What follows belongs to an exercise in optimizing a design on an open flow for small area, a short achievable clock period and few clock cycles per item; a production flow would make more cautious choices. Function was checked by simulation only, so behaviour that the tests miss may differ from the original. Power figures rest on the tool's default switching activity, not on a simulated workload.

## build 68
// partition_count_table
module partition_count_table
#(
    parameter int MAX_ELEMENTS = MAX_ELEMENTS_DEF
) (
    input  wire logic                  aclk,
    input  wire logic                  aresetn,
    input  wire logic                  s_tvalid,
    output logic                       s_tready,
    input  wire logic [S_TDATA_W-1:0]  s_tdata,   
    output logic                       m_tvalid,
    input  wire logic                  m_tready,
    output logic [M_TDATA_W-1:0]       m_tdata,   
    output logic                       m_tuser    
);
For scale: ~2,000 cells after synthesis, ~120 flip-flops, about 14,000 um^2 of cells after synthesis.
clock: 10.0 ns
lec_check: 0
cap_margin: 20
cell_pad_in_sites_detail_placement: 1
cell_pad_in_sites_global_placement: 2
core_margin: 2
core_utilization: 22
place_density: 0.4
slew_margin: 20
standard.sh (not shown) runs the stock make flow with config.mk's settings and CLKGATE_MAP_FILE= SYNTH_SCRIPT=/design/flow/synth_recipe.tcl, a recipe that flattens the netlist after the stock synthesis.
==> flow/flow/run.sh <==
#!/bin/bash
set -euo pipefail
export SETUP_SLACK_MARGIN=6.6
export BUFFER_PORTS_ARGS="-buffer_cell sky130_fd_sc_hd__buf_2"
bash standard.sh > standard_flow.log 2>&1
Testbench counts of build 68, summed over its fixed seeds: cycles 2,416, queries 2,400.
Here is what was changed in the inputs of build 69 compared with build 68.
==> flow/flow/run.sh <==
#!/bin/bash
set -euo pipefail
export SETUP_SLACK_MARGIN=6.8
export BUFFER_PORTS_ARGS="-buffer_cell sky130_fd_sc_hd__buf_2"
bash standard.sh > standard_flow.log 2>&1
Findings:
- Final worst setup slack: build 69 < build 68
- Looking at launching instance or port of the critical path, the a_d[7] result is from build 69; the a_d[6] one comes from build 68.
- In the reports for build 68 and build 69, the larger clock share of power belongs to build 68.
- Taking build 68 as the reference point, the overall power of build 69 rises by about 2.4%.
- Fmax: build 69 below build 68
--- input diff build 69..build 9 ---
==> flow/flow/run.sh <==
#!/bin/bash
set -euo pipefail
export SETUP_SLACK_MARGIN=6.4
export BUFFER_PORTS_ARGS="-buffer_cell sky130_fd_sc_hd__buf_2"
bash standard.sh > standard_flow.log 2>&1
==> run notes <==
Between build 69 and build 9, overall power after layout decreased.
Build 9: all stages complete, timing, DRC and antenna checks passed
Looking at count of clock-buffer cells in the layout across build 9 and build 69, the one that comes out higher is build 69.
The power per standard cell area number comes out lower for build 69 vs build 9.
Setup changes, build 9 to build 45
Settings: CORE_UTILIZATION changed from 22 to 24; PLACE_DENSITY changed from 0.4 to 0.45.
==> flow/flow/run.sh <==
#!/bin/bash
set -euo pipefail
export SETUP_SLACK_MARGIN=6.6
export BUFFER_PORTS_ARGS="-buffer_cell sky130_fd_sc_hd__buf_2"
bash standard.sh > standard_flow.log 2>&1
Results
- Total number of tap cells (build 9 / build 45): 1.11
- [compare] base=build 9 new=build 45: part of the power in combinational logic now larger; via count rose about 1.8%; detailed-route vias per instance grew by 3.8%; fraction of layout instances using a drive strength above 1 now sits higher; detailed-placement wirelength estimate shrank by 4.8%.

* * *

Another version of the RTL of partition_count_table (not shown whole).
Size: roughly 2100 cells after synthesis, about 120 flip-flops, roughly 87 I/O pins, roughly 15000 µm² of cells after synthesis.
## partition_count_table
module partition_count_table
#(
    parameter int MAX_ELEMENTS = MAX_ELEMENTS_DEF
) (
    input  wire logic                  aclk,
    input  wire logic                  aresetn,
    input  wire logic                  s_tvalid,
    output logic                       s_tready,
    input  wire logic [S_TDATA_W-1:0]  s_tdata,   
    output logic                       m_tvalid,
    input  wire logic                  m_tready,
    output logic [M_TDATA_W-1:0]       m_tdata,   
    output logic                       m_tuser    
);
clock: 10.0 ns
lec_check: 0
cap_margin: 20
cell_pad_in_sites_detail_placement: 1
cell_pad_in_sites_global_placement: 2
core_margin: 2
core_utilization: 20
place_density: 0.4
slew_margin: 20
==> flow/flow/run.sh <==
#!/bin/bash
# Own flow: the standard layout (standard.sh, all steps, unchanged scripts), with the
# timing repair at floorplan, CTS and global route aiming for SETUP_SLACK_MARGIN ns of setup
# slack instead of 0, so that gates on the table's paths get sized for a shorter period.
# The make output goes to standard_flow.log here; ORFS's own logs are under orfs/logs/.
set -euo pipefail
export SETUP_SLACK_MARGIN=7.0
bash standard.sh > standard_flow.log 2>&1
The first run produced a clean layout.
Testbench counts at the start, summed over its fixed seeds: cycles 2,416, queries 2,400.
Change:
--- a/flow/flow/run.sh
+++ b/flow/flow/run.sh
@@ -5,4 +5,4 @@
 # The make output goes to standard_flow.log here; ORFS's own logs are under orfs/logs/.
 set -euo pipefail
-export SETUP_SLACK_MARGIN=7.0
+export SETUP_SLACK_MARGIN=6.6
 bash standard.sh > standard_flow.log 2>&1
Settings changed: CORE_UTILIZATION 20 to 26, PLACE_DENSITY 0.4 to 0.45.
Effect: Global-route usage came out higher by 4.7 points; non-clock buffer count came out lower by 169; routed wire length came out lower by about 18%; fmax falls by 3.8%; final area decreases by 15%; power went down by about 12%; setup slack degrades by 0.14 ns; count of clock-buffer cells in the layout stays the same; cell count fell by about 12%; sequential power hardly moves.

* * *

run E:
Starting RTL as in the previous note.
Design partition_count_table, start of the top module:
module partition_count_table
#(
    parameter int MAX_ELEMENTS = MAX_ELEMENTS_DEF
) (
    input  wire logic                  aclk,
    input  wire logic                  aresetn,
    input  wire logic                  s_tvalid,
    output logic                       s_tready,
    input  wire logic [S_TDATA_W-1:0]  s_tdata,   
    output logic                       m_tvalid,
    input  wire logic                  m_tready,
    output logic [M_TDATA_W-1:0]       m_tdata,   
    output logic                       m_tuser    
);
    logic             s_load, a_load, a_from_s, b_load;
    logic [Q_W-1:0]   s_q;
    logic [15:0]      dec_r, dec_d, dec_k;
    logic [15:0]      a_r, a_d, a_k;
    logic [VAL_W-1:0] lu_entry, lu_total;
    logic             lu_oor;
    logic [VAL_W-1:0] b_entry, b_total;
    logic             b_oor;
    pct_ctrl u_ctrl (
        .aclk     (aclk),
        .aresetn  (aresetn),
        .s_tvalid (s_tvalid),
        .s_tready (s_tready),
        .m_tready (m_tready),
        .m_tvalid (m_tvalid),
        .s_load   (s_load),
        .a_load   (a_load),
        .a_from_s (a_from_s),
        .b_load   (b_load)
    );
    pct_dec u_dec (
        .q            (a_from_s ? s_q : s_tdata[Q_W-1:0]),
        .r_oh         (dec_r),
        .d_oh         (dec_d),
        .k_oh         (dec_k)
    );
    pct_dp u_dp (
        .r_oh        (a_r),
        .d_oh        (a_d),
        .k_oh        (a_k),
        .entry_count (lu_entry),
        .row_total   (lu_total),
        .out_of_range(lu_oor)
    );
    always_ff @(posedge aclk) begin
        if (s_load) s_q <= s_tdata[Q_W-1:0];
        if (a_load) begin
            a_r   <= dec_r;
            a_d   <= dec_d;
            a_k   <= dec_k;
        end
        if (b_load) begin
            b_entry <= lu_entry;
            b_total <= lu_total;
            b_oor   <= lu_oor;
        end
    end
    assign m_tdata = {{(M_TDATA_W-2*VAL_W){1'b0}}, b_total, b_entry};
    assign m_tuser = b_oor;
endmodule
clock: 10.0 ns
lec_check: 0
cap_margin: 20
cell_pad_in_sites_detail_placement: 1
cell_pad_in_sites_global_placement: 2
core_margin: 2
core_utilization: 24
cts_buf_list: sky130_fd_sc_hd__clkbuf_4 sky130_fd_sc_hd__clkbuf_8
place_density: 0.45
slew_margin: 20
==> flow/flow/run.sh <==
#!/bin/bash
set -euo pipefail
export SETUP_SLACK_MARGIN=6.6
export BUFFER_PORTS_ARGS="-buffer_cell sky130_fd_sc_hd__buf_2"
bash standard.sh > standard_flow.log 2>&1
Testbench counts of run E, summed over its fixed seeds: cycles 2,416, queries 2,400.
--- input diff run E..run D ---
- changing CORE_UTILIZATION from 24 to 20
- changing PLACE_DENSITY from 0.45 to 0.4
- removing CTS_BUF_LIST (formerly sky130_fd_sc_hd__clkbuf_4 sky130_fd_sc_hd__clkbuf_8)
==> flow/flow/run.sh <==
#!/bin/bash
# Own flow: the standard layout (standard.sh, all steps, unchanged scripts), with the
# timing repair at floorplan, CTS and global route aiming for SETUP_SLACK_MARGIN ns of setup
# slack instead of 0, so that gates on the table's paths get sized for a shorter period.
# The make output goes to standard_flow.log here; ORFS's own logs are under orfs/logs/.
set -euo pipefail
export SETUP_SLACK_MARGIN=6.2
bash standard.sh > standard_flow.log 2>&1
==> run notes <==
Diff run E -> run D: design area fell by 0.35%; worst setup slack fell by 300 ps; filler cell count rose by 1524; fraction of power consumed by sequential logic fell by 2.7 points.
Run E fits on a die that is smaller than the die of run D.
Maximum net fanout on the critical path (run D / run E): 0.833
Summary: with run E as the reference, core box area in run D moved up by more than 10%.
Run D has routing usage on met1 below what run E had.
Compared with run E, in run D register-to-register slack dropped 300 ps; power per cell area climbed 10 mW/mm^2; buffers plus inverters on the worst setup path dropped 1.

## re-timing with driven ports
The flow's constraints put no driver on any port. The routed layouts listed below were extracted and timed again, unchanged, in two steps. Step 1, drivers: a clkbuf_16 drives aclk and a buf_2 each remaining input, both assumed. Step 2 moves the port delays by t, midway between the first and last clock arrival at a register: inputs arrive t later, outputs are due t later. That takes back most of the time a late clock gives input paths. Slacks: ideal ports / drivers / drivers and shift; pairs: ideal ports / drivers.
run	t, ns	slack for setup (ns)	hold WS [ns]	worst setup path at the end	cell pins on the clock port's net
build 68	0.575	6.332 / 6.332 / 6.323	0.526 / 0.526 / 0.526	input to register	1
build 69	0.571	6.176 / 6.176 / 6.176	0.484 / 0.484 / 0.484	register to register	1
build 9	0.572	6.185 / 6.185 / 6.173	0.527 / 0.527 / 0.527	input to register	1
build 45	0.578	6.122 / 6.122 / 6.122	0.529 / 0.529 / 0.529	register to register	1
the first run of note 2	0.565	6.486 / 6.486 / 6.486	0.504 / 0.504 / 0.504	register to register	1
the second run of note 2	0.550	6.347 / 6.347 / 6.169	0.515 / 0.515 / 0.515	input to register	1
run E	0.626	6.236 / 6.236 / 6.236	0.512 / 0.512 / 0.512	register to register	1
run D	0.562	5.935 / 5.935 / 5.918	0.487 / 0.487 / 0.487	input to register	1
After both steps every run listed still meets setup and hold. For the second run of note 2, which loses most, drivers alone change the setup slack by 0.000 ns; drivers and shift together by -0.178 ns.
